Source: an optimization exercise on an open RTL-to-GDS flow (aim: small area and few clock cycles per item). Production flows keep margins and buffers that such runs may drop.
No functional check of the RTL was part of any run shown here.

==> flow/design.v, too long to show whole: its modules and the start of the top module <==
// module fp_mult_pipe: 1383 lines
// module fp_mult_fa: 10 lines
// module fp_mult_ha: 9 lines
module fp_mult_pipe #(
  parameter int unsigned EXP_W = 8,
  parameter int unsigned MAN_W = 23,
  parameter int unsigned TAG_W = 4
) (
  input  logic                   clk,
  input  logic                   rstn,
  input  logic                   in_valid,
  output logic                   in_ready,
  input  logic [EXP_W+MAN_W:0]   a,
  input  logic [EXP_W+MAN_W:0]   b,
  input  logic [TAG_W-1:0]       in_tag,
  output logic                   out_valid,
  input  logic                   out_ready,
  output logic [EXP_W+MAN_W:0]   result,
  output logic [TAG_W-1:0]       out_tag,
  output logic [3:0]             flags
);
  // ...
==> flow/flow/run.sh <==
#!/bin/bash
# Standard ORFS layout, with plain buffers on the ports instead of the delay cell buffer_ports picks.
set -euo pipefail
bash standard.sh BUFFER_PORTS_ARGS="-buffer_cell sky130_fd_sc_hd__buf_2" finish > make.log 2>&1
==> flow/standard.sh <==
#!/bin/bash
# synth_recipe.tcl (not shown) runs the flow's synth.tcl, then flattens the netlist and writes it again
# the make line also repeats each setting of config.mk as NAME=value (left out here)
make -C /OpenROAD-flow-scripts/flow DESIGN_CONFIG=/design/flow/config.mk WORK_HOME=/design/flow/orfs CLKGATE_MAP_FILE= SYNTH_SCRIPT=/design/flow/synth_recipe.tcl "${@:-finish}"
==> flow/config.mk <==
export PLATFORM = sky130hd
export DESIGN_NAME = fp_mult_pipe
export DESIGN_NICKNAME = fp_mult_pipe
export VERILOG_FILES = /design/flow/design.v
export SDC_FILE = /design/flow/constraint.sdc
export NUM_CORES = 4
export LEC_CHECK = 0
export ABC_AREA = 1
export CAP_MARGIN = 20
export CORE_MARGIN = 2
export CORE_UTILIZATION = 40
export GPL_TIMING_DRIVEN = 0
export SETUP_SLACK_MARGIN = 0.05
export SLEW_MARGIN = 20
export SYNTH_HIERARCHICAL = 1
export SYNTH_MINIMUM_KEEP_SIZE = 0
==> flow/constraint.sdc <==
create_clock -name core_clock -period 7.0 [get_ports {clk}]
set_input_delay 1.4000 -clock core_clock [delete_from_list [all_inputs] [get_ports {clk}]]
set_output_delay 1.4000 -clock core_clock [all_outputs]
set_load 0.01 [all_outputs]
==> qor.csv, run 1 <==
metric,value,unit
outcome,no timing/DRC/antenna violations,
cts.sinks,45,
crit_slowest_cell,fa_2,
bufAreaShareNonClock,0.1059,
highest_layer,met5,
multiInputGateArea,14110,sq um
synthCells,1714,
synth-adder-area-share,0.4324,
dieArea,40740,sq um
reg_top3,"r_p (26), r_esum (9), r_tag (4)",
dp_hpwl,46400,microns
drc,0,
synth-edff-count,44,
synthXorXnorAreaFrac,0.1701,
taps,518,
yosysSeqAreaShare,0.08600,
rr_worst_depth,2,
grt_pass1_wl,87120,microns
seq_cells,45,
critical_path_buf_inv_count,4,
overflow,0,
fin_nets,2360,
gr-usage-met3,0.04208,
grt_util_met1,0.3808,
crit_family,adder cells,
coreArea,38650,sq um
tightest_slew,982.7,ps
cap_violations,0,
synthToLayoutAreaGrowth,20.42,%
setup_viol,0,
whs,804.1,ps
holdPathStages,2,
synth_top_area_cell,fa_1,
critical-path-max-stage-delay,550,ps
cp_common_cell,fa_1,
ant_nets,0,
==> inputs of run 2 (changes only) <==
--- a/flow/design.v
+++ b/flow/design.v
@@ -1019,346 +1019,341 @@
   wire s18_659, c18_659;
   fp_mult_ha u_s18_659 (.a(c17_611), .b(s18_612), .s(s18_659), .co(c18_659));
   wire s19_660, c19_660;
   fp_mult_ha u_s19_660 (.a(c18_612), .b(s19_613), .s(s19_660), .co(c19_660));
   wire s20_661, c20_661;
   fp_mult_ha u_s20_661 (.a(c19_613), .b(s20_614), .s(s20_661), .co(c20_661));
   wire s21_662, c21_662;
   fp_mult_ha u_s21_662 (.a(c20_614), .b(s21_615), .s(s21_662), .co(c21_662));
-  wire s22_663, c22_663;
-  fp_mult_ha u_s22_663 (.a(c21_615), .b(s22_616), .s(s22_663), .co(c22_663));
-  wire s23_664, c23_664;
-  fp_mult_ha u_s23_664 (.a(c22_616), .b(s23_617), .s(s23_664), .co(c23_664));
-  wire s24_665, c24_665;
-  fp_mult_ha u_s24_665 (.a(c23_617), .b(s24_618), .s(s24_665), .co(c24_665));
-  wire s25_666, c25_666;
-  fp_mult_ha u_s25_666 (.a(c24_618), .b(s25_619), .s(s25_666), .co(c25_666));
-  wire s26_667, c26_667;
-  fp_mult_ha u_s26_667 (.a(c25_619), .b(s26_620), .s(s26_667), .co(c26_667));
-  wire s27_668, c27_668;
-  fp_mult_ha u_s27_668 (.a(c26_620), .b(s27_621), .s(s27_668), .co(c27_668));
-  wire s28_669, c28_669;
-  fp_mult_ha u_s28_669 (.a(c27_621), .b(s28_622), .s(s28_669), .co(c28_669));
-  wire s29_670, c29_670;
-  fp_mult_ha u_s29_670 (.a(c28_622), .b(s29_623), .s(s29_670), .co(c29_670));
-  wire s30_671, c30_671;
-  fp_mult_ha u_s30_671 (.a(c29_623), .b(s30_624), .s(s30_671), .co(c30_671));
-  wire s31_672, c31_672;
-  fp_mult_ha u_s31_672 (.a(c30_624), .b(s31_625), .s(s31_672), .co(c31_672));
-  wire s32_673, c32_673;
-  fp_mult_ha u_s32_673 (.a(c31_625), .b(s32_626), .s(s32_673), .co(c32_673));
-  wire s33_674, c33_674;
-  fp_mult_ha u_s33_674 (.a(c32_626), .b(s33_627), .s(s33_674), .co(c33_674));
-  wire s34_675, c34_675;
-  fp_mult_ha u_s34_675 (.a(c33_627), .b(s34_628), .s(s34_675), .co(c34_675));
-  wire s35_676, c35_676;
-  fp_mult_ha u_s35_676 (.a(c34_628), .b(s35_629), .s(s35_676), .co(c35_676));
-  wire s36_677, c36_677;
-  fp_mult_ha u_s36_677 (.a(c35_629), .b(s36_630), .s(s36_677), .co(c36_677));
-  wire s37_678, c37_678;
-  fp_mult_ha u_s37_678 (.a(c36_630), .b(s37_631), .s(s37_678), .co(c37_678));
-  wire s38_679, c38_679;
-  fp_mult_ha u_s38_679 (.a(c37_631), .b(s38_632), .s(s38_679), .co(c38_679));
-  wire s39_680, c39_680;
-  fp_mult_ha u_s39_680 (.a(c38_632), .b(s39_633), .s(s39_680), .co(c39_680));
-  wire s40_681, c40_681;
-  fp_mult_ha u_s40_681 (.a(c39_633), .b(s40_634), .s(s40_681), .co(c40_681));
-  wire s41_682, c41_682;
-  fp_mult_ha u_s41_682 (.a(c40_634), .b(s41_635), .s(s41_682), .co(c41_682));
-  wire s42_683, c42_683;
-  fp_mult_ha u_s42_683 (.a(c41_635), .b(s42_636), .s(s42_683), .co(c42_683));
-  wire s43_684, c43_684;
-  fp_mult_ha u_s43_684 (.a(c42_636), .b(s43_637), .s(s43_684), .co(c43_684));
-  wire s44_685, c44_685;
-  fp_mult_ha u_s44_685 (.a(c43_637), .b(s44_638), .s(s44_685), .co(c44_685));
-  wire s45_686, c45_686;
-  fp_mult_ha u_s45_686 (.a(c44_638), .b(s45_639), .s(s45_686), .co(c45_686));
-  wire s46_687, c46_687;
-  fp_mult_ha u_s46_687 (.a(c45_639), .b(s46_640), .s(s46_687), .co(c46_687));
-  wire s47_688, c47_688;
-  fp_mult_ha u_s47_688 (.a(c46_640), .b(s47_641), .s(s47_688), .co(c47_688));
-  wire G1_689 = 1'b0 | (pp0_1_4 & c0_642);
-  wire P1_690 = pp0_1_4 & s0_642;
-  wire G3_691 = c3_644 | (s3_644 & c2_643);
-  wire P3_692 = s3_644 & s2_643;
-  wire G5_693 = c5_646 | (s5_646 & c4_645);
-  wire P5_694 = s5_646 & s4_645;
-  wire G7_695 = c7_648 | (s7_648 & c6_647);
-  wire P7_696 = s7_648 & s6_647;
-  wire G9_697 = c9_650 | (s9_650 & c8_649);
-  wire P9_698 = s9_650 & s8_649;
-  wire G11_699 = c11_652 | (s11_652 & c10_651);
-  wire P11_700 = s11_652 & s10_651;
-  wire G13_701 = c13_654 | (s13_654 & c12_653);
-  wire P13_702 = s13_654 & s12_653;
-  wire G15_703 = c15_656 | (s15_656 & c14_655);
-  wire P15_704 = s15_656 & s14_655;
-  wire G17_705 = c17_658 | (s17_658 & c16_657);
-  wire P17_706 = s17_658 & s16_657;
-  wire G19_707 = c19_660 | (s19_660 & c18_659);
-  wire P19_708 = s19_660 & s18_659;
-  wire G21_709 = c21_662 | (s21_662 & c20_661);
-  wire P21_710 = s21_662 & s20_661;
-  wire G23_711 = c23_664 | (s23_664 & c22_663);
-  wire P23_712 = s23_664 & s22_663;
-  wire G25_713 = c25_666 | (s25_666 & c24_665);
-  wire P25_714 = s25_666 & s24_665;
-  wire G27_715 = c27_668 | (s27_668 & c26_667);
-  wire P27_716 = s27_668 & s26_667;
-  wire G29_717 = c29_670 | (s29_670 & c28_669);
-  wire P29_718 = s29_670 & s28_669;
-  wire G31_719 = c31_672 | (s31_672 & c30_671);
-  wire P31_720 = s31_672 & s30_671;
-  wire G33_721 = c33_674 | (s33_674 & c32_673);
-  wire P33_722 = s33_674 & s32_673;
-  wire G35_723 = c35_676 | (s35_676 & c34_675);
-  wire P35_724 = s35_676 & s34_675;
-  wire G37_725 = c37_678 | (s37_678 & c36_677);
-  wire P37_726 = s37_678 & s36_677;
-  wire G39_727 = c39_680 | (s39_680 & c38_679);
-  wire P39_728 = s39_680 & s38_679;
-  wire G41_729 = c41_682 | (s41_682 & c40_681);
-  wire P41_730 = s41_682 & s40_681;
-  wire G43_731 = c43_684 | (s43_684 & c42_683);
-  wire P43_732 = s43_684 & s42_683;
-  wire G45_733 = c45_686 | (s45_686 & c44_685);
-  wire P45_734 = s45_686 & s44_685;
-  wire G47_735 = c47_688 | (s47_688 & c46_687);
-  wire P47_736 = s47_688 & s46_687;
-  wire G3_737 = G3_691 | (P3_692 & G1_689);
-  wire P3_738 = P3_692 & P1_690;
-  wire G7_739 = G7_695 | (P7_696 & G5_693);
-  wire P7_740 = P7_696 & P5_694;
-  wire G11_741 = G11_699 | (P11_700 & G9_697);
-  wire P11_742 = P11_700 & P9_698;
-  wire G15_743 = G15_703 | (P15_704 & G13_701);
-  wire P15_744 = P15_704 & P13_702;
-  wire G19_745 = G19_707 | (P19_708 & G17_705);
-  wire P19_746 = P19_708 & P17_706;
-  wire G23_747 = G23_711 | (P23_712 & G21_709);
-  wire P23_748 = P23_712 & P21_710;
-  wire G27_749 = G27_715 | (P27_716 & G25_713);
-  wire P27_750 = P27_716 & P25_714;
-  wire G31_751 = G31_719 | (P31_720 & G29_717);
-  wire P31_752 = P31_720 & P29_718;
-  wire G35_753 = G35_723 | (P35_724 & G33_721);
-  wire P35_754 = P35_724 & P33_722;
-  wire G39_755 = G39_727 | (P39_728 & G37_725);
-  wire P39_756 = P39_728 & P37_726;
-  wire G43_757 = G43_731 | (P43_732 & G41_729);
-  wire P43_758 = P43_732 & P41_730;
-  wire G47_759 = G47_735 | (P47_736 & G45_733);
-  wire P47_760 = P47_736 & P45_734;
-  wire G7_761 = G7_739 | (P7_740 & G3_737);
-  wire P7_762 = P7_740 & P3_738;
-  wire G15_763 = G15_743 | (P15_744 & G11_741);
-  wire P15_764 = P15_744 & P11_742;
-  wire G23_765 = G23_747 | (P23_748 & G19_745);
-  wire P23_766 = P23_748 & P19_746;
-  wire G31_767 = G31_751 | (P31_752 & G27_749);
-  wire P31_768 = P31_752 & P27_750;
-  wire G39_769 = G39_755 | (P39_756 & G35_753);
-  wire P39_770 = P39_756 & P35_754;
-  wire G47_771 = G47_759 | (P47_760 & G43_757);
-  wire P47_772 = P47_760 & P43_758;
-  wire G15_773 = G15_763 | (P15_764 & G7_761);
-  wire P15_774 = P15_764 & P7_762;
-  wire G31_775 = G31_767 | (P31_768 & G23_765);
-  wire P31_776 = P31_768 & P23_766;
-  wire G47_777 = G47_771 | (P47_772 & G39_769);
-  wire P47_778 = P47_772 & P39_770;
-  wire G31_779 = G31_775 | (P31_776 & G15_773);
-  wire P31_780 = P31_776 & P15_774;
-  wire G47_781 = G47_777 | (P47_778 & G31_779);
-  wire P47_782 = P47_778 & P31_780;
-  wire G23_783 = G23_765 | (P23_766 & G15_773);
-  wire P23_784 = P23_766 & P15_774;
-  wire G39_785 = G39_769 | (P39_770 & G31_779);
-  wire P39_786 = P39_770 & P31_780;
-  wire G11_787 = G11_741 | (P11_742 & G7_761);
-  wire P11_788 = P11_742 & P7_762;
-  wire G19_789 = G19_745 | (P19_746 & G15_773);
-  wire P19_790 = P19_746 & P15_774;
-  wire G27_791 = G27_749 | (P27_750 & G23_783);
-  wire P27_792 = P27_750 & P23_784;
-  wire G35_793 = G35_753 | (P35_754 & G31_779);
-  wire P35_794 = P35_754 & P31_780;
-  wire G43_795 = G43_757 | (P43_758 & G39_785);
-  wire P43_796 = P43_758 & P39_786;
-  wire G5_797 = G5_693 | (P5_694 & G3_737);
-  wire P5_798 = P5_694 & P3_738;
-  wire G9_799 = G9_697 | (P9_698 & G7_761);
-  wire P9_800 = P9_698 & P7_762;
-  wire G13_801 = G13_701 | (P13_702 & G11_787);
-  wire P13_802 = P13_702 & P11_788;
-  wire G17_803 = G17_705 | (P17_706 & G15_773);
-  wire P17_804 = P17_706 & P15_774;
-  wire G21_805 = G21_709 | (P21_710 & G19_789);
-  wire P21_806 = P21_710 & P19_790;
-  wire G25_807 = G25_713 | (P25_714 & G23_783);
-  wire P25_808 = P25_714 & P23_784;
-  wire G29_809 = G29_717 | (P29_718 & G27_791);
-  wire P29_810 = P29_718 & P27_792;
-  wire G33_811 = G33_721 | (P33_722 & G31_779);
-  wire P33_812 = P33_722 & P31_780;
-  wire G37_813 = G37_725 | (P37_726 & G35_793);
-  wire P37_814 = P37_726 & P35_794;
-  wire G41_815 = G41_729 | (P41_730 & G39_785);
-  wire P41_816 = P41_730 & P39_786;
-  wire G45_817 = G45_733 | (P45_734 & G43_795);
-  wire P45_818 = P45_734 & P43_796;
-  wire G2_819 = c2_643 | (s2_643 & G1_689);
-  wire P2_820 = s2_643 & P1_690;
-  wire G4_821 = c4_645 | (s4_645 & G3_737);
-  wire P4_822 = s4_645 & P3_738;
-  wire G6_823 = c6_647 | (s6_647 & G5_797);
-  wire P6_824 = s6_647 & P5_798;
-  wire G8_825 = c8_649 | (s8_649 & G7_761);
-  wire P8_826 = s8_649 & P7_762;
-  wire G10_827 = c10_651 | (s10_651 & G9_799);
-  wire P10_828 = s10_651 & P9_800;
-  wire G12_829 = c12_653 | (s12_653 & G11_787);
-  wire P12_830 = s12_653 & P11_788;
-  wire G14_831 = c14_655 | (s14_655 & G13_801);
-  wire P14_832 = s14_655 & P13_802;
-  wire G16_833 = c16_657 | (s16_657 & G15_773);
-  wire P16_834 = s16_657 & P15_774;
-  wire G18_835 = c18_659 | (s18_659 & G17_803);
-  wire P18_836 = s18_659 & P17_804;
-  wire G20_837 = c20_661 | (s20_661 & G19_789);
-  wire P20_838 = s20_661 & P19_790;
-  wire G22_839 = c22_663 | (s22_663 & G21_805);
-  wire P22_840 = s22_663 & P21_806;
-  wire G24_841 = c24_665 | (s24_665 & G23_783);
-  wire P24_842 = s24_665 & P23_784;
-  wire G26_843 = c26_667 | (s26_667 & G25_807);
-  wire P26_844 = s26_667 & P25_808;
-  wire G28_845 = c28_669 | (s28_669 & G27_791);
-  wire P28_846 = s28_669 & P27_792;
-  wire G30_847 = c30_671 | (s30_671 & G29_809);
-  wire P30_848 = s30_671 & P29_810;
-  wire G32_849 = c32_673 | (s32_673 & G31_779);
-  wire P32_850 = s32_673 & P31_780;
-  wire G34_851 = c34_675 | (s34_675 & G33_811);
-  wire P34_852 = s34_675 & P33_812;
-  wire G36_853 = c36_677 | (s36_677 & G35_793);
-  wire P36_854 = s36_677 & P35_794;
-  wire G38_855 = c38_679 | (s38_679 & G37_813);
-  wire P38_856 = s38_679 & P37_814;
-  wire G40_857 = c40_681 | (s40_681 & G39_785);
-  wire P40_858 = s40_681 & P39_786;
-  wire G42_859 = c42_683 | (s42_683 & G41_815);
-  wire P42_860 = s42_683 & P41_816;
-  wire G44_861 = c44_685 | (s44_685 & G43_795);
-  wire P44_862 = s44_685 & P43_796;
-  wire G46_863 = c46_687 | (s46_687 & G45_817);
-  wire P46_864 = s46_687 & P45_818;
-  wire sum1_865 = pp0_1_4 ^ c0_642;
-  wire sum2_866 = s2_643 ^ G1_689;
-  wire sum3_867 = s3_644 ^ G2_819;
-  wire sum4_868 = s4_645 ^ G3_737;
-  wire sum5_869 = s5_646 ^ G4_821;
-  wire sum6_870 = s6_647 ^ G5_797;
-  wire sum7_871 = s7_648 ^ G6_823;
-  wire sum8_872 = s8_649 ^ G7_761;
-  wire sum9_873 = s9_650 ^ G8_825;
-  wire sum10_874 = s10_651 ^ G9_799;
-  wire sum11_875 = s11_652 ^ G10_827;
-  wire sum12_876 = s12_653 ^ G11_787;
-  wire sum13_877 = s13_654 ^ G12_829;
-  wire sum14_878 = s14_655 ^ G13_801;
-  wire sum15_879 = s15_656 ^ G14_831;
-  wire sum16_880 = s16_657 ^ G15_773;
-  wire sum17_881 = s17_658 ^ G16_833;
-  wire sum18_882 = s18_659 ^ G17_803;
-  wire sum19_883 = s19_660 ^ G18_835;
-  wire sum20_884 = s20_661 ^ G19_789;
-  wire sum21_885 = s21_662 ^ G20_837;
-  wire sum22_886 = s22_663 ^ G21_805;
-  wire sum23_887 = s23_664 ^ G22_839;
-  wire sum24_888 = s24_665 ^ G23_783;
-  wire sum25_889 = s25_666 ^ G24_841;
-  wire sum26_890 = s26_667 ^ G25_807;
-  wire sum27_891 = s27_668 ^ G26_843;
-  wire sum28_892 = s28_669 ^ G27_791;
-  wire sum29_893 = s29_670 ^ G28_845;
-  wire sum30_894 = s30_671 ^ G29_809;
-  wire sum31_895 = s31_672 ^ G30_847;
-  wire sum32_896 = s32_673 ^ G31_779;
-  wire sum33_897 = s33_674 ^ G32_849;
-  wire sum34_898 = s34_675 ^ G33_811;
-  wire sum35_899 = s35_676 ^ G34_851;
-  wire sum36_900 = s36_677 ^ G35_793;
-  wire sum37_901 = s37_678 ^ G36_853;
-  wire sum38_902 = s38_679 ^ G37_813;
-  wire sum39_903 = s39_680 ^ G38_855;
-  wire sum40_904 = s40_681 ^ G39_785;
-  wire sum41_905 = s41_682 ^ G40_857;
-  wire sum42_906 = s42_683 ^ G41_815;
-  wire sum43_907 = s43_684 ^ G42_859;
-  wire sum44_908 = s44_685 ^ G43_795;
-  wire sum45_909 = s45_686 ^ G44_861;
-  wire sum46_910 = s46_687 ^ G45_817;
-  wire sum47_911 = s47_688 ^ G46_863;
-  wire [47:0] prod = {sum47_911, sum46_910, sum45_909, sum44_908, sum43_907, sum42_906, sum41_905, sum40_904, sum39_903, sum38_902, sum37_901, sum36_900, sum35_899, sum34_898, sum33_897, sum32_896, sum31_895, sum30_894, sum29_893, sum28_892, sum27_891, sum26_890, sum25_889, sum24_888, sum23_887, sum22_886, sum21_885, sum20_884, sum19_883, sum18_882, sum17_881, sum16_880, sum15_879, sum14_878, sum13_877, sum12_876, sum11_875, sum10_874, sum9_873, sum8_872, sum7_871, sum6_870, sum5_869, sum4_868, sum3_867, sum2_866, sum1_865, s0_642};
+  wire G1_663 = 1'b0 | (pp0_1_4 & c0_642);
+  wire P1_664 = pp0_1_4 & s0_642;
+  wire G3_665 = c3_644 | (s3_644 & c2_643);
+  wire P3_666 = s3_644 & s2_643;
+  wire G5_667 = c5_646 | (s5_646 & c4_645);
+  wire P5_668 = s5_646 & s4_645;
+  wire G7_669 = c7_648 | (s7_648 & c6_647);
+  wire P7_670 = s7_648 & s6_647;
+  wire G9_671 = c9_650 | (s9_650 & c8_649);
+  wire P9_672 = s9_650 & s8_649;
+  wire G11_673 = c11_652 | (s11_652 & c10_651);
+  wire P11_674 = s11_652 & s10_651;
+  wire G13_675 = c13_654 | (s13_654 & c12_653);
+  wire P13_676 = s13_654 & s12_653;
+  wire G15_677 = c15_656 | (s15_656 & c14_655);
+  wire P15_678 = s15_656 & s14_655;
+  wire G17_679 = c17_658 | (s17_658 & c16_657);
+  wire P17_680 = s17_658 & s16_657;
+  wire G19_681 = c19_660 | (s19_660 & c18_659);
+  wire P19_682 = s19_660 & s18_659;
+  wire G21_683 = c21_662 | (s21_662 & c20_661);
+  wire P21_684 = s21_662 & s20_661;
+  wire G3_685 = G3_665 | (P3_666 & G1_663);
+  wire P3_686 = P3_666 & P1_664;
+  wire G7_687 = G7_669 | (P7_670 & G5_667);
+  wire P7_688 = P7_670 & P5_668;
+  wire G11_689 = G11_673 | (P11_674 & G9_671);
+  wire P11_690 = P11_674 & P9_672;
+  wire G15_691 = G15_677 | (P15_678 & G13_675);
+  wire P15_692 = P15_678 & P13_676;
+  wire G19_693 = G19_681 | (P19_682 & G17_679);
+  wire P19_694 = P19_682 & P17_680;
+  wire G7_695 = G7_687 | (P7_688 & G3_685);
+  wire P7_696 = P7_688 & P3_686;
+  wire G15_697 = G15_691 | (P15_692 & G11_689);
+  wire P15_698 = P15_692 & P11_690;
+  wire G15_699 = G15_697 | (P15_698 & G7_695);
+  wire P15_700 = P15_698 & P7_696;
+  wire G11_701 = G11_689 | (P11_690 & G7_695);
+  wire P11_702 = P11_690 & P7_696;
+  wire G19_703 = G19_693 | (P19_694 & G15_699);
+  wire P19_704 = P19_694 & P15_700;
+  wire G5_705 = G5_667 | (P5_668 & G3_685);
+  wire P5_706 = P5_668 & P3_686;
+  wire G9_707 = G9_671 | (P9_672 & G7_695);
+  wire P9_708 = P9_672 & P7_696;
+  wire G13_709 = G13_675 | (P13_676 & G11_701);
+  wire P13_710 = P13_676 & P11_702;
+  wire G17_711 = G17_679 | (P17_680 & G15_699);
+  wire P17_712 = P17_680 & P15_700;
+  wire G21_713 = G21_683 | (P21_684 & G19_703);
+  wire P21_714 = P21_684 & P19_704;
+  wire G2_715 = c2_643 | (s2_643 & G1_663);
+  wire P2_716 = s2_643 & P1_664;
+  wire G4_717 = c4_645 | (s4_645 & G3_685);
+  wire P4_718 = s4_645 & P3_686;
+  wire G6_719 = c6_647 | (s6_647 & G5_705);
+  wire P6_720 = s6_647 & P5_706;
+  wire G8_721 = c8_649 | (s8_649 & G7_695);
+  wire P8_722 = s8_649 & P7_696;
+  wire G10_723 = c10_651 | (s10_651 & G9_707);
+  wire P10_724 = s10_651 & P9_708;
+  wire G12_725 = c12_653 | (s12_653 & G11_701);
+  wire P12_726 = s12_653 & P11_702;
+  wire G14_727 = c14_655 | (s14_655 & G13_709);
+  wire P14_728 = s14_655 & P13_710;
+  wire G16_729 = c16_657 | (s16_657 & G15_699);
+  wire P16_730 = s16_657 & P15_700;
+  wire G18_731 = c18_659 | (s18_659 & G17_711);
+  wire P18_732 = s18_659 & P17_712;
+  wire G20_733 = c20_661 | (s20_661 & G19_703);
+  wire P20_734 = s20_661 & P19_704;
+  wire sum1_735 = pp0_1_4 ^ c0_642;
+  wire sum2_736 = s2_643 ^ G1_663;
+  wire sum3_737 = s3_644 ^ G2_715;
+  wire sum4_738 = s4_645 ^ G3_685;
+  wire sum5_739 = s5_646 ^ G4_717;
+  wire sum6_740 = s6_647 ^ G5_705;
+  wire sum7_741 = s7_648 ^ G6_719;
+  wire sum8_742 = s8_649 ^ G7_695;
+  wire sum9_743 = s9_650 ^ G8_721;
+  wire sum10_744 = s10_651 ^ G9_707;
+  wire sum11_745 = s11_652 ^ G10_723;
+  wire sum12_746 = s12_653 ^ G11_701;
+  wire sum13_747 = s13_654 ^ G12_725;
+  wire sum14_748 = s14_655 ^ G13_709;
+  wire sum15_749 = s15_656 ^ G14_727;
+  wire sum16_750 = s16_657 ^ G15_699;
+  wire sum17_751 = s17_658 ^ G16_729;
+  wire sum18_752 = s18_659 ^ G17_711;
+  wire sum19_753 = s19_660 ^ G18_731;
+  wire sum20_754 = s20_661 ^ G19_703;
+  wire sum21_755 = s21_662 ^ G20_733;
+  wire s22_756, c22_756;
+  fp_mult_ha u_s22_756 (.a(c21_615), .b(s22_616), .s(s22_756), .co(c22_756));
+  wire s23_757, c23_757;
+  fp_mult_ha u_s23_757 (.a(c22_616), .b(s23_617), .s(s23_757), .co(c23_757));
+  wire s24_758, c24_758;
+  fp_mult_ha u_s24_758 (.a(c23_617), .b(s24_618), .s(s24_758), .co(c24_758));
+  wire s25_759, c25_759;
+  fp_mult_ha u_s25_759 (.a(c24_618), .b(s25_619), .s(s25_759), .co(c25_759));
+  wire s26_760, c26_760;
+  fp_mult_ha u_s26_760 (.a(c25_619), .b(s26_620), .s(s26_760), .co(c26_760));
+  wire s27_761, c27_761;
+  fp_mult_ha u_s27_761 (.a(c26_620), .b(s27_621), .s(s27_761), .co(c27_761));
+  wire s28_762, c28_762;
+  fp_mult_ha u_s28_762 (.a(c27_621), .b(s28_622), .s(s28_762), .co(c28_762));
+  wire s29_763, c29_763;
+  fp_mult_ha u_s29_763 (.a(c28_622), .b(s29_623), .s(s29_763), .co(c29_763));
+  wire s30_764, c30_764;
+  fp_mult_ha u_s30_764 (.a(c29_623), .b(s30_624), .s(s30_764), .co(c30_764));
+  wire s31_765, c31_765;
+  fp_mult_ha u_s31_765 (.a(c30_624), .b(s31_625), .s(s31_765), .co(c31_765));
+  wire s32_766, c32_766;
+  fp_mult_ha u_s32_766 (.a(c31_625), .b(s32_626), .s(s32_766), .co(c32_766));
+  wire s33_767, c33_767;
+  fp_mult_ha u_s33_767 (.a(c32_626), .b(s33_627), .s(s33_767), .co(c33_767));
+  wire s34_768, c34_768;
+  fp_mult_ha u_s34_768 (.a(c33_627), .b(s34_628), .s(s34_768), .co(c34_768));
+  wire s35_769, c35_769;
+  fp_mult_ha u_s35_769 (.a(c34_628), .b(s35_629), .s(s35_769), .co(c35_769));
+  wire s36_770, c36_770;
+  fp_mult_ha u_s36_770 (.a(c35_629), .b(s36_630), .s(s36_770), .co(c36_770));
+  wire s37_771, c37_771;
+  fp_mult_ha u_s37_771 (.a(c36_630), .b(s37_631), .s(s37_771), .co(c37_771));
+  wire s38_772, c38_772;
+  fp_mult_ha u_s38_772 (.a(c37_631), .b(s38_632), .s(s38_772), .co(c38_772));
+  wire s39_773, c39_773;
+  fp_mult_ha u_s39_773 (.a(c38_632), .b(s39_633), .s(s39_773), .co(c39_773));
+  wire s40_774, c40_774;
+  fp_mult_ha u_s40_774 (.a(c39_633), .b(s40_634), .s(s40_774), .co(c40_774));
+  wire s41_775, c41_775;
+  fp_mult_ha u_s41_775 (.a(c40_634), .b(s41_635), .s(s41_775), .co(c41_775));
+  wire s42_776, c42_776;
+  fp_mult_ha u_s42_776 (.a(c41_635), .b(s42_636), .s(s42_776), .co(c42_776));
+  wire s43_777, c43_777;
+  fp_mult_ha u_s43_777 (.a(c42_636), .b(s43_637), .s(s43_777), .co(c43_777));
+  wire s44_778, c44_778;
+  fp_mult_ha u_s44_778 (.a(c43_637), .b(s44_638), .s(s44_778), .co(c44_778));
+  wire s45_779, c45_779;
+  fp_mult_ha u_s45_779 (.a(c44_638), .b(s45_639), .s(s45_779), .co(c45_779));
+  wire s46_780, c46_780;
+  fp_mult_ha u_s46_780 (.a(c45_639), .b(s46_640), .s(s46_780), .co(c46_780));
+  wire s47_781, c47_781;
+  fp_mult_ha u_s47_781 (.a(c46_640), .b(s47_641), .s(s47_781), .co(c47_781));
+  wire G23_782 = c23_757 | (s23_757 & c22_756);
+  wire P23_783 = s23_757 & s22_756;
+  wire G25_784 = c25_759 | (s25_759 & c24_758);
+  wire P25_785 = s25_759 & s24_758;
+  wire G27_786 = c27_761 | (s27_761 & c26_760);
+  wire P27_787 = s27_761 & s26_760;
+  wire G29_788 = c29_763 | (s29_763 & c28_762);
+  wire P29_789 = s29_763 & s28_762;
+  wire G31_790 = c31_765 | (s31_765 & c30_764);
+  wire P31_791 = s31_765 & s30_764;
+  wire G33_792 = c33_767 | (s33_767 & c32_766);
+  wire P33_793 = s33_767 & s32_766;
+  wire G35_794 = c35_769 | (s35_769 & c34_768);
+  wire P35_795 = s35_769 & s34_768;
+  wire G37_796 = c37_771 | (s37_771 & c36_770);
+  wire P37_797 = s37_771 & s36_770;
+  wire G39_798 = c39_773 | (s39_773 & c38_772);
+  wire P39_799 = s39_773 & s38_772;
+  wire G41_800 = c41_775 | (s41_775 & c40_774);
+  wire P41_801 = s41_775 & s40_774;
+  wire G43_802 = c43_777 | (s43_777 & c42_776);
+  wire P43_803 = s43_777 & s42_776;
+  wire G45_804 = c45_779 | (s45_779 & c44_778);
+  wire P45_805 = s45_779 & s44_778;
+  wire G47_806 = c47_781 | (s47_781 & c46_780);
+  wire P47_807 = s47_781 & s46_780;
+  wire G25_808 = G25_784 | (P25_785 & G23_782);
+  wire P25_809 = P25_785 & P23_783;
+  wire G29_810 = G29_788 | (P29_789 & G27_786);
+  wire P29_811 = P29_789 & P27_787;
+  wire G33_812 = G33_792 | (P33_793 & G31_790);
+  wire P33_813 = P33_793 & P31_791;
+  wire G37_814 = G37_796 | (P37_797 & G35_794);
+  wire P37_815 = P37_797 & P35_795;
+  wire G41_816 = G41_800 | (P41_801 & G39_798);
+  wire P41_817 = P41_801 & P39_799;
+  wire G45_818 = G45_804 | (P45_805 & G43_802);
+  wire P45_819 = P45_805 & P43_803;
+  wire G29_820 = G29_810 | (P29_811 & G25_808);
+  wire P29_821 = P29_811 & P25_809;
+  wire G37_822 = G37_814 | (P37_815 & G33_812);
+  wire P37_823 = P37_815 & P33_813;
+  wire G45_824 = G45_818 | (P45_819 & G41_816);
+  wire P45_825 = P45_819 & P41_817;
+  wire G37_826 = G37_822 | (P37_823 & G29_820);
+  wire P37_827 = P37_823 & P29_821;
+  wire G45_828 = G45_824 | (P45_825 & G37_826);
+  wire P45_829 = P45_825 & P37_827;
+  wire G33_830 = G33_812 | (P33_813 & G29_820);
+  wire P33_831 = P33_813 & P29_821;
+  wire G41_832 = G41_816 | (P41_817 & G37_826);
+  wire P41_833 = P41_817 & P37_827;
+  wire G27_834 = G27_786 | (P27_787 & G25_808);
+  wire P27_835 = P27_787 & P25_809;
+  wire G31_836 = G31_790 | (P31_791 & G29_820);
+  wire P31_837 = P31_791 & P29_821;
+  wire G35_838 = G35_794 | (P35_795 & G33_830);
+  wire P35_839 = P35_795 & P33_831;
+  wire G39_840 = G39_798 | (P39_799 & G37_826);
+  wire P39_841 = P39_799 & P37_827;
+  wire G43_842 = G43_802 | (P43_803 & G41_832);
+  wire P43_843 = P43_803 & P41_833;
+  wire G47_844 = G47_806 | (P47_807 & G45_828);
+  wire P47_845 = P47_807 & P45_829;
+  wire G24_846 = c24_758 | (s24_758 & G23_782);
+  wire P24_847 = s24_758 & P23_783;
+  wire G26_848 = c26_760 | (s26_760 & G25_808);
+  wire P26_849 = s26_760 & P25_809;
+  wire G28_850 = c28_762 | (s28_762 & G27_834);
+  wire P28_851 = s28_762 & P27_835;
+  wire G30_852 = c30_764 | (s30_764 & G29_820);
+  wire P30_853 = s30_764 & P29_821;
+  wire G32_854 = c32_766 | (s32_766 & G31_836);
+  wire P32_855 = s32_766 & P31_837;
+  wire G34_856 = c34_768 | (s34_768 & G33_830);
+  wire P34_857 = s34_768 & P33_831;
+  wire G36_858 = c36_770 | (s36_770 & G35_838);
+  wire P36_859 = s36_770 & P35_839;
+  wire G38_860 = c38_772 | (s38_772 & G37_826);
+  wire P38_861 = s38_772 & P37_827;
+  wire G40_862 = c40_774 | (s40_774 & G39_840);
+  wire P40_863 = s40_774 & P39_841;
+  wire G42_864 = c42_776 | (s42_776 & G41_832);
+  wire P42_865 = s42_776 & P41_833;
+  wire G44_866 = c44_778 | (s44_778 & G43_842);
+  wire P44_867 = s44_778 & P43_843;
+  wire G46_868 = c46_780 | (s46_780 & G45_828);
+  wire P46_869 = s46_780 & P45_829;
+  wire sum23_870 = s23_757 ^ c22_756;
+  wire sum24_871 = s24_758 ^ G23_782;
+  wire sum25_872 = s25_759 ^ G24_846;
+  wire sum26_873 = s26_760 ^ G25_808;
+  wire sum27_874 = s27_761 ^ G26_848;
+  wire sum28_875 = s28_762 ^ G27_834;
+  wire sum29_876 = s29_763 ^ G28_850;
+  wire sum30_877 = s30_764 ^ G29_820;
+  wire sum31_878 = s31_765 ^ G30_852;
+  wire sum32_879 = s32_766 ^ G31_836;
+  wire sum33_880 = s33_767 ^ G32_854;
+  wire sum34_881 = s34_768 ^ G33_830;
+  wire sum35_882 = s35_769 ^ G34_856;
+  wire sum36_883 = s36_770 ^ G35_838;
+  wire sum37_884 = s37_771 ^ G36_858;
+  wire sum38_885 = s38_772 ^ G37_826;
+  wire sum39_886 = s39_773 ^ G38_860;
+  wire sum40_887 = s40_774 ^ G39_840;
+  wire sum41_888 = s41_775 ^ G40_862;
+  wire sum42_889 = s42_776 ^ G41_832;
+  wire sum43_890 = s43_777 ^ G42_864;
+  wire sum44_891 = s44_778 ^ G43_842;
+  wire sum45_892 = s45_779 ^ G44_866;
+  wire sum46_893 = s46_780 ^ G45_828;
+  wire sum47_894 = s47_781 ^ G46_868;
+  wire [21:0] prod_lo = {sum21_755, sum20_754, sum19_753, sum18_752, sum17_751, sum16_750, sum15_749, sum14_748, sum13_747, sum12_746, sum11_745, sum10_744, sum9_743, sum8_742, sum7_741, sum6_740, sum5_739, sum4_738, sum3_737, sum2_736, sum1_735, s0_642};
+  wire [25:0] prod_hi = {sum47_894, sum46_893, sum45_892, sum44_891, sum43_890, sum42_889, sum41_888, sum40_887, sum39_886, sum38_885, sum37_884, sum36_883, sum35_882, sum34_881, sum33_880, sum32_879, sum31_878, sum30_877, sum29_876, sum28_875, sum27_874, sum26_873, sum25_872, sum24_871, sum23_870, s22_756};
+  wire prod_c = G21_713;
   logic [2:0] cls;
   always_comb begin
     if (nan)       cls = {1'b1, snan_a | snan_b, 1'b1};
     else if (ixz)  cls = 3'b111;
     else if (inf)  cls = 3'b110;
     else if (zero) cls = 3'b100;
     else           cls = 3'b000;
   end
-  logic        r_v, r_sign, r_st;
+  logic        r_v, r_sign, r_st, r_c;
   logic [2:0]  r_cls;
   logic [8:0]  r_esum;
   logic [25:0] r_p;
   logic [3:0]  r_tag;
   always_ff @(posedge clk or negedge rstn) begin
     if (!rstn) r_v <= 1'b0;
     else if (adv) r_v <= in_valid;
   end
   always_ff @(posedge clk) begin
     if (adv) begin
       r_sign <= a[31] ^ b[31];
       r_cls  <= cls;
       r_esum <= {1'b0, ea} + {1'b0, eb};
-      r_p    <= prod[47:22];
-      r_st   <= |prod[21:0];
+      r_p    <= prod_hi;
+      r_c    <= prod_c;
+      r_st   <= |prod_lo;
       r_tag  <= in_tag;
     end
   end
-  logic        hi, g, s, any, inc, t1, carry;
-  logic [24:0] q;
-  logic [24:0] sq;      
-  logic [24:0] all1;    
+  logic [25:0] u;
+  logic [25:0] pl;      
+  logic [2:0]  pb;      
+  logic        hi, g, s, any, inc;
+  logic [2:0]  v;       
+  logic [3:0]  t;       
+  logic [26:0] sq;      
+  logic [26:0] ph;      
   logic [22:0] frac;
   logic [1:0]  k;       
   logic [9:0]  e;       
   logic        ovf, unf;
-  assign q     = r_p[25:1];
-  assign hi    = r_p[25];
-  assign g     = hi ? r_p[1] : r_p[0];
-  assign s     = r_st | (hi & r_p[0]);
-  assign any   = g | s;
-  assign inc   = g & (s | (hi ? r_p[2] : r_p[1]));
-  assign t1    = inc & (hi | r_p[1]);
+  assign u = r_p;
   always_comb begin
-    all1[0] = 1'b1;
-    all1[1] = 1'b1;
-    for (int i = 2; i <= 24; i++) all1[i] = all1[i-1] & q[i-1];
+    pl[0] = 1'b1;
+    for (int i = 1; i <= 25; i++) pl[i] = pl[i-1] & u[i-1];
+    ph[3] = 1'b1;
+    for (int i = 4; i <= 26; i++) ph[i] = ph[i-1] & u[i-1];
   end
-  assign sq[0] = q[0] ^ (inc & ~hi);
+  assign pb[0] = u[0] ^ r_c;
+  assign pb[1] = u[1] ^ (r_c & u[0]);
+  assign pb[2] = u[2] ^ (r_c & u[0] & u[1]);
+  assign hi    = u[25] ^ (r_c & pl[25]);
+  assign g     = hi ? pb[1] : pb[0];
+  assign s     = r_st | (hi & pb[0]);
+  assign any   = g | s;
+  assign inc   = g & (s | (hi ? pb[2] : pb[1]));
+  assign v     = {inc & hi, inc & ~hi, r_c};
+  assign t     = {1'b0, u[2:0]} + {1'b0, v};
+  assign sq[2:0] = t[2:0];
   always_comb begin
-    for (int i = 1; i <= 24; i++) sq[i] = q[i] ^ (t1 & all1[i]);
+    for (int i = 3; i <= 25; i++) sq[i] = u[i] ^ (t[3] & ph[i]);
   end
-  assign carry = t1 & all1[24];
-  assign frac  = hi ? sq[23:1] : sq[22:0];
-  assign k     = {hi & carry, hi ^ carry};
+  assign sq[26] = t[3] & ph[26];
+  assign frac  = hi ? sq[24:2] : sq[23:1];
+  assign k     = {sq[26], sq[25]};
   assign e     = {1'b0, r_esum} + {8'b11100000, k + 2'd1};
   assign ovf   = ~e[9] & (e[8] | (&e[7:0]));
   assign unf   = e[9] | (e == 10'd0);
   logic [31:0] res;
   logic [3:0]  flg;
   always_comb begin
     res = {r_sign, e[7:0], frac};
     flg = {3'b000, any};
==> run 2 against run 1 <==
Effect of this change:
- still clean
- maximum frequency fell by 0.62%
- clock skew down 2.4 ps
- final cell count up 0.95%
- critical path depth grew 9
- sequential share of layout area rose by 0.11 points
- first-iteration DRC count grew 29%
==> qor.csv, run 2 <==
metric,value,unit,change
crit_start,r_p[2],,
rrSetupSlack,5720,ps,
hold_viol_final,0,,
clk_latency,290,ps,
reg2reg_from,r_v,,
antenna_found_initial,0,,
drive_gt1_frac,0.2413,,
skew,3.144,ps,
yosysSeqAreaShare,0.08679,,+0.0007944
drv_slew,0,,
largest_reg_flops,26,,
rows,72,,
filler_cell_count,3663,,
layout_min_cycle_time,6855,ps,
synth_area,15860,sq um,
hold_path.class,flip-flop to flip-flop,,
synth-simple-area-share,0.1077,,
crit_slowest_cell,edfxtp_1,,
ant_nets,0,,unchanged
vias,14520,,
ctsHoldBuffers,0,,
dr.first_iter.drc_count,1679,,
synthToLayoutAreaGrowth,19.62,%,
layout_common_cells,"268 x xor2_1, 243 x o22ai_1, 243 x fa_1",,
fin_crit_sh,0.9793,,
endpoint_kind,output port,,
stdcell_count,2449,,
drt-total-wl,57950,microns,
overflow,0,,unchanged
reg_top3,"r_p (26), r_esum (9), r_tag (4)",,
grt_pass1_wl,86200,microns,-1.1%
critPathKind,flip-flop to output port,,
io_pins,114,,
coreArea,38920,sq um,+0.70%
crit_required,5600,ps,
num_antenna_cells,0,,
synth_top_family_by_area,adder cells,,
fin_nets,2388,,+1.2%
rr_worst_depth,2,,unchanged
cts.sinks,46,,+2.2%
cts-htree-levels,2,,
synth_top_area_cell,fa_1,,
yosys_warnings,8,,
regArea,1376,sq um,
cp_data_arrival_time,5460,ps,
placed_area,17140,sq um,
cap_violations,0,,unchanged
synth-edff-count,45,,+2.3%
top_register,r_p,,
initial_core_util,0.4075,,
synth_most_common_cell,xor2_1,,
die_h,203.1,microns,
gp_congestion,1.008,,
die_w,203.1,microns,
firstDrtPassIters,5,,
grt_max_degree,34,,
placed_cells,2391,,
yosys-top-cells-count,"278 x xor2_1, 266 x fa_1, 265 x o22ai_1, 183 x nand2_1, 120 x ha_1",,
critical-path-max-stage-delay,430,ps,-120 ps
max_freq,0.1459,GHz,
wl_per_cell,23.66,microns,
setup_viol,0,,unchanged
synth-adder-area-share,0.4305,,-0.001897
cts_buffers,5,,
numPortBuffers,113,,
multiInputGateArea,14310,sq um,+1.4%
grt_pass1_vias,14520,,
drc,0,,unchanged
synthMuxAreaShare,0,,
outcome,no timing/DRC/antenna violations,,
synth_compound_area_frac,0.1419,,
dominantRegCellSynth,edfxtp_1,,
avgSynthCellArea,9.072,sq um,
cts_max_path_buffers,2,,
cts_tree,built,,
synthXorXnorAreaFrac,0.1673,,-0.002805
synth.area.top_cells,"fa_1 34%, xor2_1 15%, o22ai_1 10%, ha_1 9.5%, edfxtp_1 8.5%",,
final_common_cell,xor2_1,,
ys_ff_latch,46,,
via_per_inst,5.928,,
dp_hpwl,46440,microns,about the same
clock-root-buffer,clkbuf_16,,
yosysTopAreaCellShare,0.3358,,
rr_endpoint,r_esum[8],,
dieArea,41250,sq um,+1.3%
fin_util,0.4874,,
tightest_slew,952.9,ps,-29.81 ps
max-slew-margin-rel,0.3647,,
synthCells,1748,,+2.0%
cts.clk_slew.worst_paths,70,ps,
yosysUniqueCellTypes,47,,
critPathMaxFanout,5,,
crit_end,result[17],,
rsz0062_at_grt,yes,,
fin_area,18970,sq um,
start_kind,flip-flop,,
whs,753.8,ps,-50.30 ps
synth-async-reset-ratio,0.02174,,
grt_use_total,0.2765,,
run 2: area by class of cell:
type                    instances  area share
clock buffers                   5    0.006596
flip-flops and latches         46     0.07255
clock inverters                 3    0.001517
inverters                     137     0.02810
plain buffers                 130     0.04518
repair buffers                167     0.05745
multi-input cells            1443      0.7544
well taps                     518     0.03417
run 2: cell families (layout without fill, tap and decap cells):
family / after synthesis / in the layout
AO/OA/AOI/OAI: 371 / 371
buffers and inverters: 270 / 442
adder cells (fa/ha/maj): 386 / 386
XOR/XNOR: 302 / 302
AND/OR/NAND/NOR: 372 / 372
other: 1 / 12
flip-flops: 46 / 46
run 2: per-stage QoR:
stage	setup TNS, ps	setup slack [ps]
after floorplan	0	192.5
after global placement	-18420	-995.1
after detailed placement	-22460	-1119
after CTS	-1640	-109.2
after global routing	-3491	-209.2
final	0	144.7
run 2: repair_timing:
| action | CTS | global route |
|---|---|---|
| cloned | 1 | 3 |
| pin swaps | 40 | 57 |
| gates resized for setup | 181 | 232 |
| setup endpoints to repair | 54 | 47 |
| setup buffers | 25 | 27 |
run 2: worst min-delay path by stage:
stage | end | cells after the start | from
CTS | r_v | 2 | r_v
global placement | r_v | 1 | rstn
floorplan | r_v | 0 | rstn
finish | r_v | 2 | r_v
global route | r_v | 2 | r_v
detailed placement | r_v | 2 | r_v
run 2: layer usage:
layer  track usage  part of all wire  vias to the layer above
met1        0.3656              0.39                     7110
met4        0.1082             0.050                        0
li1              -                 -                     6324
met3       0.04767              0.10                      184
met5             0                 0                        -
met2        0.4523              0.45                      899
run 2: worst max-delay path, delay by kind of cell, from the launching register on:
family | cells | cell delay [ps]
AOI/OAI and AO/OA | 3 | 460
adders and majority gates | 3 | 780
buffers and inverters | 7 | 650
DFF | 1 | 430
xor gates and xnor gates | 1 | 220
and+or+nand+nor | 23 | 2600
run 2: per-module statistics from Yosys (local to each module, per instance):
module | copies in the design | area (sq um)
fp_mult_ha | 80 | 12.51
fp_mult_fa | 263 | 20.02
fp_mult_pipe | 1 | 9592

[re-timing with driven ports]
In the flow no input, the clock included, has a driving cell. The finished layouts below were timed again as built, in two steps. Step 1 sets driving cells, clkbuf_16 on the clock port and buf_2 on the other inputs (assumed; they add their load-dependent delay and slew). Step 2 also shifts input and output timing later by t, the mid clock arrival at the registers, as if the neighbouring blocks saw the same clock. Three values: ideal, step 1, step 2; two values: the first two.
run	shift t [ns]	setup slack, ns	clock arrival spread, ns
run 1	0.327	0.187 / 0.204 / -0.123	0.005 / 0.006
run 2	0.330	0.145 / 0.107 / -0.113	0.004 / 0.003
With both steps, setup timing fails in run 1 and run 2, where it was met with ideal ports. The setup slack of run 1, which loses most, moves by +0.017 ns with the drivers and by -0.310 ns with both steps.
